This is an optimization exercise on Yosys and OpenROAD, whose aim is small area, a short achievable clock period and few clock cycles per item, not a production implementation. Where RTL was checked, it was by simulation tests only, not by an equivalence proof against the original. No activity file was given, so power comes from the tool's default toggle rates.

==> flow/design.v <==
module pixel_frame_statistics_unit #(
    parameter int MAX_WIDTH  = 4096,
    parameter int MAX_HEIGHT = 4096
) (
    input  logic        i_clk,
    input  logic        i_rst_n,
    input  logic        i_cfg_we,
    input  logic [12:0] i_cfg_wdata,
    input  logic        i_pix_valid,
    output logic        o_pix_ready,
    input  logic [24:0] i_pix,
    output logic        o_rpt_valid,
    input  logic        i_rpt_ready,
    output logic [50:0] o_rpt
);
    logic [11:0] r_wm1;
    logic [11:0] r_col, r_row;
    logic [11:0] n_col;
    logic        r_first;               
    logic        r_ready;               
    logic        r_rep;                 
    logic [1:0]  r_kind;
    logic        r_last;                
    logic [23:0] r_bpos, r_dpos;        
    logic [23:0] r_bpix, r_dpix;        
    logic [9:0]  r_bsum, r_dsum;
    logic [23:0] r_max, r_min;          
    logic        p_valid;               
    logic [24:0] p_pix;
    logic [9:0]  p_sum;
    logic        p_wrap;                
    logic        accept, fold, taken;
    logic [9:0]  sum;
    logic        upd_b, upd_d;
    logic [2:0]  upd_max, upd_min;
    assign o_pix_ready = r_ready || (r_last && i_rpt_ready);
    assign accept      = i_pix_valid && o_pix_ready;
    assign fold        = p_valid;
    assign taken       = r_rep && i_rpt_ready;
    assign o_rpt_valid = r_rep;
    assign o_rpt       = {r_kind, r_bpos, r_bpix, r_last};
    function automatic logic gt_tree(input logic [15:0] a, input logic [15:0] b, input int n);
        logic [15:0] g, e;
        for (int i = 0; i < 16; i++) begin
            g[i] = (i < n) && a[i] && !b[i];
            e[i] = (i >= n) || !(a[i] ^ b[i]);
        end
        for (int d = 1; d < 16; d = d * 2) begin
            for (int i = 0; i + d < 16; i = i + 2 * d) begin
                g[i] = g[i + d] || (e[i + d] && g[i]);
                e[i] = e[i + d] && e[i];
            end
        end
        gt_tree = g[0];
    endfunction
    always_comb begin : b_sum
        logic [7:0] x, y, z;
        logic [8:0] cs, cc;             
        logic [8:0] g, p, gp;
        x  = i_pix[24:17];
        y  = i_pix[16:9];
        z  = i_pix[8:1];
        cs = {1'b0, x ^ y ^ z};
        cc = {(x & y) | (x & z) | (y & z), 1'b0};
        g  = cs & cc;
        p  = cs ^ cc;
        gp = p;
        for (int d = 1; d < 9; d = d * 2) begin
            for (int i = 8; i >= d; i--) begin
                g[i]  = g[i] | (gp[i] & g[i - d]);
                gp[i] = gp[i] & gp[i - d];
            end
        end
        sum[0]   = p[0];
        sum[8:1] = p[8:1] ^ g[7:0];
        sum[9]   = g[8];
    end
    always_comb begin
        n_col = r_col;
        if (fold) begin
            if (p_pix[0] || p_wrap) n_col = '0;
            else                    n_col = r_col + 12'd1;
        end
    end
    always_ff @(posedge i_clk) begin
        p_pix  <= i_pix;
        p_sum  <= sum;
        if (fold && (p_pix[0] || p_wrap)) p_wrap <= r_wm1 == 12'd0;
        else p_wrap <= r_col >= r_wm1 || (fold && r_col + 12'd1 == r_wm1);
        if (!i_rst_n) p_valid <= 1'b0;
        else          p_valid <= accept;
    end
    always_ff @(posedge i_clk) begin
        if (!i_rst_n) begin
            r_wm1 <= 12'd639;
        end else if (i_cfg_we) begin
            if (i_cfg_wdata[12])
                r_wm1 <= 12'd4095;
            else if (i_cfg_wdata[11:0] == 12'd0)
                r_wm1 <= 12'd0;
            else
                r_wm1 <= i_cfg_wdata[11:0] - 12'd1;
        end
    end
    always_ff @(posedge i_clk) begin
        if (!i_rst_n) begin
            r_col   <= '0;
            r_row   <= '0;
            r_first <= 1'b1;
            r_ready <= 1'b1;
            r_rep   <= 1'b0;
            r_kind  <= 2'd0;
            r_last  <= 1'b0;
        end else begin
            r_col <= n_col;
            if (taken) begin
                r_kind <= r_kind + 2'd1;
                r_last <= r_kind == 2'd2;
                if (r_last) begin
                    r_rep   <= 1'b0;
                    r_ready <= 1'b1;
                end
            end
            if (accept && i_pix[0]) r_ready <= 1'b0;
            if (fold) begin
                r_first <= p_pix[0];
                if (p_pix[0]) begin
                    r_row <= '0;
                    r_rep <= 1'b1;
                end else if (p_wrap && r_row != 12'd4095) begin
                    r_row <= r_row + 12'd1;
                end
            end
        end
    end
    assign upd_b = fold && (r_first || gt_tree(16'(p_sum), 16'(r_bsum), 10));
    assign upd_d = fold && (r_first || gt_tree(16'(r_dsum), 16'(p_sum), 10));
    for (genvar i = 0; i < 3; i++) begin : g_ch
        assign upd_max[i] = fold && (r_first || gt_tree(16'(p_pix[8*i+1 +: 8]), 16'(r_max[8*i +: 8]), 8));
        assign upd_min[i] = fold && (r_first || gt_tree(16'(r_min[8*i +: 8]), 16'(p_pix[8*i+1 +: 8]), 8));
    end
    always_ff @(posedge i_clk) begin
        if (r_rep) begin
            if (i_rpt_ready) begin
                r_bpos <= r_dpos;
                r_bpix <= r_dpix;
                r_dpos <= '0;
                r_dpix <= r_max;
                r_max  <= r_min;
            end
        end else begin
            if (upd_b) begin
                r_bpos <= {r_col, r_row};
                r_bpix <= p_pix[24:1];
                r_bsum <= p_sum;
            end
            if (upd_d) begin
                r_dpos <= {r_col, r_row};
                r_dpix <= p_pix[24:1];
                r_dsum <= p_sum;
            end
            for (int i = 0; i < 3; i++) begin
                if (upd_max[i]) r_max[8*i +: 8] <= p_pix[8*i+1 +: 8];
                if (upd_min[i]) r_min[8*i +: 8] <= p_pix[8*i+1 +: 8];
            end
        end
    end
endmodule
clock: 4.5 ns
lec_check: 0
abc_area: 1
cap_margin: 20
core_margin: 2
core_utilization: 65
cts_buf_list: sky130_fd_sc_hd__clkbuf_16
cts_cluster_diameter: 80
cts_cluster_size: 20
place_density: 0.8
setup_slack_margin: 3.0
slew_margin: 20
tns_end_percent: 10
run.sh (not shown) runs the stock make flow with config.mk's settings and CLKGATE_MAP_FILE= SYNTH_SCRIPT=/design/flow/synth_recipe.tcl, a recipe that flattens the netlist after the stock synthesis.
The first run completed without violations.
Testbench counts at the start, summed over its fixed seeds: cycles 32,511, pixels 31,687.
Rerun with:
--- a/flow/design.v
+++ b/flow/design.v
@@ -32,10 +32,10 @@
     logic        accept, fold, taken;
     logic [9:0]  sum;
     logic        upd_b, upd_d;
     logic [2:0]  upd_max, upd_min;
-    assign o_pix_ready = r_ready || (r_last && i_rpt_ready);
-    assign accept      = i_pix_valid && o_pix_ready;
+    assign o_pix_ready = r_ready;
+    assign accept      = i_pix_valid && r_ready;
     assign fold        = p_valid;
     assign taken       = r_rep && i_rpt_ready;
     assign o_rpt_valid = r_rep;
     assign o_rpt       = {r_kind, r_bpos, r_bpix, r_last};
Result: Die area barely changes; cell count falls by 1.8%; count of clock-buffer cells in the layout does not change; synthesized area hardly moves; total power falls by 2.7%; combinational power falls by 9.4%; clock skew rises by 0.0093 ns.
Function not checked in the second run of this note: the RTL went through the layout flow alone.

* * *

Setup of the reference run:
Starts from the design.v that is shown in full above.
export LEC_CHECK = 0
export ABC_AREA = 1
export CAP_MARGIN = 20
export CORE_MARGIN = 2
export CORE_UTILIZATION = 65
export CTS_BUF_LIST = sky130_fd_sc_hd__clkbuf_8
export CTS_CLUSTER_DIAMETER = 50
export CTS_CLUSTER_SIZE = 12
export PLACE_DENSITY = 0.8
export SETUP_SLACK_MARGIN = 3.0
export SLEW_MARGIN = 20
export TNS_END_PERCENT = 10
create_clock -name core_clock -period 4.5 [get_ports {i_clk}]
standard.sh (not shown) runs the stock make flow with config.mk's settings and CLKGATE_MAP_FILE= SYNTH_SCRIPT=/design/flow/synth_recipe.tcl, a recipe that flattens the netlist after the stock synthesis.
==> flow/flow/run.sh <==
#!/bin/bash
# The standard layout (the standard.sh, standard synthesis unchanged), with
# one change: the port buffers that placement inserts are sky130_fd_sc_hd__buf_2
# cells instead of the delay cells buffer_ports picks by default. Every input and
# output port still gets its own buffer; the resizer may still resize them.
set -euo pipefail
export BUFFER_PORTS_ARGS="-buffer_cell sky130_fd_sc_hd__buf_2"
bash standard.sh finish > standard_make.log 2>&1
Testbench counts of the reference run, summed over its fixed seeds: cycles 32,511, pixels 31,687.
Input-level comparison between the trial run and the reference run:
--- a/flow/design.v
+++ b/flow/design.v
@@ -54,28 +54,34 @@
         gt_tree = g[0];
     endfunction
     always_comb begin : b_sum
         logic [7:0] x, y, z;
         logic [8:0] cs, cc;             
-        logic [8:0] g, p, gp;
+        logic [8:0] g, t, p, gg, tt;
         x  = i_pix[24:17];
         y  = i_pix[16:9];
         z  = i_pix[8:1];
         cs = {1'b0, x ^ y ^ z};
         cc = {(x & y) | (x & z) | (y & z), 1'b0};
         g  = cs & cc;
+        t  = cs | cc;
         p  = cs ^ cc;
-        gp = p;
-        for (int d = 1; d < 9; d = d * 2) begin
+        gg[0] = g[0];
+        tt[0] = t[0];
+        for (int i = 1; i < 9; i++) begin
+            gg[i] = g[i] | ((t[i] & cs[i - 1]) & cc[i - 1]);
+            tt[i] = t[i] & t[i - 1];
+        end
+        for (int d = 2; d < 9; d = d * 2) begin
             for (int i = 8; i >= d; i--) begin
-                g[i]  = g[i] | (gp[i] & g[i - d]);
-                gp[i] = gp[i] & gp[i - d];
+                gg[i] = gg[i] | (tt[i] & gg[i - d]);
+                tt[i] = tt[i] & tt[i - d];
             end
         end
         sum[0]   = p[0];
-        sum[8:1] = p[8:1] ^ g[7:0];
-        sum[9]   = g[8];
+        sum[8:1] = p[8:1] ^ gg[7:0];
+        sum[9]   = gg[8];
     end
     always_comb begin
         n_col = r_col;
         if (fold) begin
             if (p_pix[0] || p_wrap) n_col = '0;
==> results.txt <==
The trial run: flow completed, timing, DRC and antenna clean. In the flow results for the trial run and the reference run, the number of non-clock inverters in the layout is smaller on the reference run. Diff the reference run -> the trial run | first-iteration DRC count | down by a few percent. The trial run ends up with lower arrival time at the worst endpoint than the reference run does. Delta (the trial run minus the reference run): layout cell share with drive strength beyond 1 decreased by 1.1 points relative to the old numbers, final cell count increased by 2.5% relative to the old numbers, met2 wire length increased by 2.5% relative to the old numbers.
Testbench counts of the trial run, summed over its fixed seeds: cycles 32,511, pixels 31,687.

* * *

// pixel_frame_statistics_unit: RTL as listed in full above, without the edits since
export LEC_CHECK = 0
export ABC_AREA = 1
export CAP_MARGIN = 20
export CORE_MARGIN = 2
export CORE_UTILIZATION = 65
export CTS_BUF_LIST = sky130_fd_sc_hd__clkbuf_16
export CTS_CLUSTER_DIAMETER = 80
export CTS_CLUSTER_SIZE = 20
export PLACE_DENSITY = 0.8
export SETUP_SLACK_MARGIN = 2.5
export SLEW_MARGIN = 20
export TNS_END_PERCENT = 10
create_clock -name core_clock -period 4.5 [get_ports {i_clk}]
Scripts as last shown in full above: flow/flow/run.sh
Testbench counts at the start, summed over its fixed seeds: cycles 32,511, pixels 31,687.
Then changed:
--- a/flow/design.v
+++ b/flow/design.v
@@ -53,30 +53,36 @@
         end
         gt_tree = g[0];
     endfunction
     always_comb begin : b_sum
         logic [7:0] x, y, z;
         logic [8:0] cs, cc;             
-        logic [8:0] g, p, gp;
+        logic [8:0] g, t, p, gg, tt;
         x  = i_pix[24:17];
         y  = i_pix[16:9];
         z  = i_pix[8:1];
         cs = {1'b0, x ^ y ^ z};
         cc = {(x & y) | (x & z) | (y & z), 1'b0};
         g  = cs & cc;
+        t  = cs | cc;
         p  = cs ^ cc;
-        gp = p;
-        for (int d = 1; d < 9; d = d * 2) begin
+        gg[0] = g[0];
+        tt[0] = t[0];
+        for (int i = 1; i < 9; i++) begin
+            gg[i] = g[i] | ((t[i] & cs[i - 1]) & cc[i - 1]);
+            tt[i] = t[i] & t[i - 1];
+        end
+        for (int d = 2; d < 9; d = d * 2) begin
             for (int i = 8; i >= d; i--) begin
-                g[i]  = g[i] | (gp[i] & g[i - d]);
-                gp[i] = gp[i] & gp[i - d];
+                gg[i] = gg[i] | (tt[i] & gg[i - d]);
+                tt[i] = tt[i] & tt[i - d];
             end
         end
         sum[0]   = p[0];
-        sum[8:1] = p[8:1] ^ g[7:0];
-        sum[9]   = g[8];
+        sum[8:1] = p[8:1] ^ gg[7:0];
+        sum[9]   = gg[8];
     end
     always_comb begin
         n_col = r_col;
         if (fold) begin
             if (p_pix[0] || p_wrap) n_col = '0;
             else                    n_col = r_col + 12'd1;
- The new run completed with no timing, DRC or antenna violations
- final area rose by 3.5%
- cell count came out higher by 3.5%
- total power increases by 0.85%
- clock power barely changes
- non-clock buffer count goes up by 10
- die area rose by 1.6%
- hold slack gets worse by 0.028 ns
- register-to-register slack is better by 0.20 ns
- core utilization grows by 2.1 points
- worst setup slack improves by 0.17 ns
- global-route usage is higher by 1.2 points
- area after synthesis came out higher by 1.6%
- clock-buffer cell count is unchanged
Testbench counts after the change, summed over its fixed seeds: cycles 32,511, pixels 31,687.

-- what the ideal ports hide --
The results above use ideal ports. As a check the final layouts listed here were re-extracted and re-timed, cells and wires unchanged. Step 1, drivers: a clkbuf_16 drives i_clk and a buf_2 each remaining input, both assumed. Step 2 also shifts input and output timing later by t, the mid clock arrival at the registers, as if the neighbouring blocks saw the same clock. Three values: ideal, step 1, step 2; two values: the first two.
run	t (ns)	setup WS [ns]	worst setup path after step 2	worst data-port slew with drivers (ns)	cell pins on the clock port's net
the first run of note 1	0.528	2.121 / 2.120 / 1.597	input to register	0.06	1
the second run of note 1	0.526	2.140 / 2.137 / 1.611	input to register	0.07	1
the reference run	0.584	2.199 / 2.163 / 1.641	input to register	0.07	1
the trial run	0.605	2.305 / 2.264 / 1.772	input to register	0.05	1
the first run of note 3	0.518	2.117 / 2.117 / 1.599	input to register	0.05	1
the second run of note 3	0.521	2.288 / 2.235 / 1.822	input to register	0.07	1
After both steps setup and hold are still met in every run listed. The setup slack of the reference run, which loses most, moves by -0.036 ns with the drivers and by -0.558 ns with both steps.
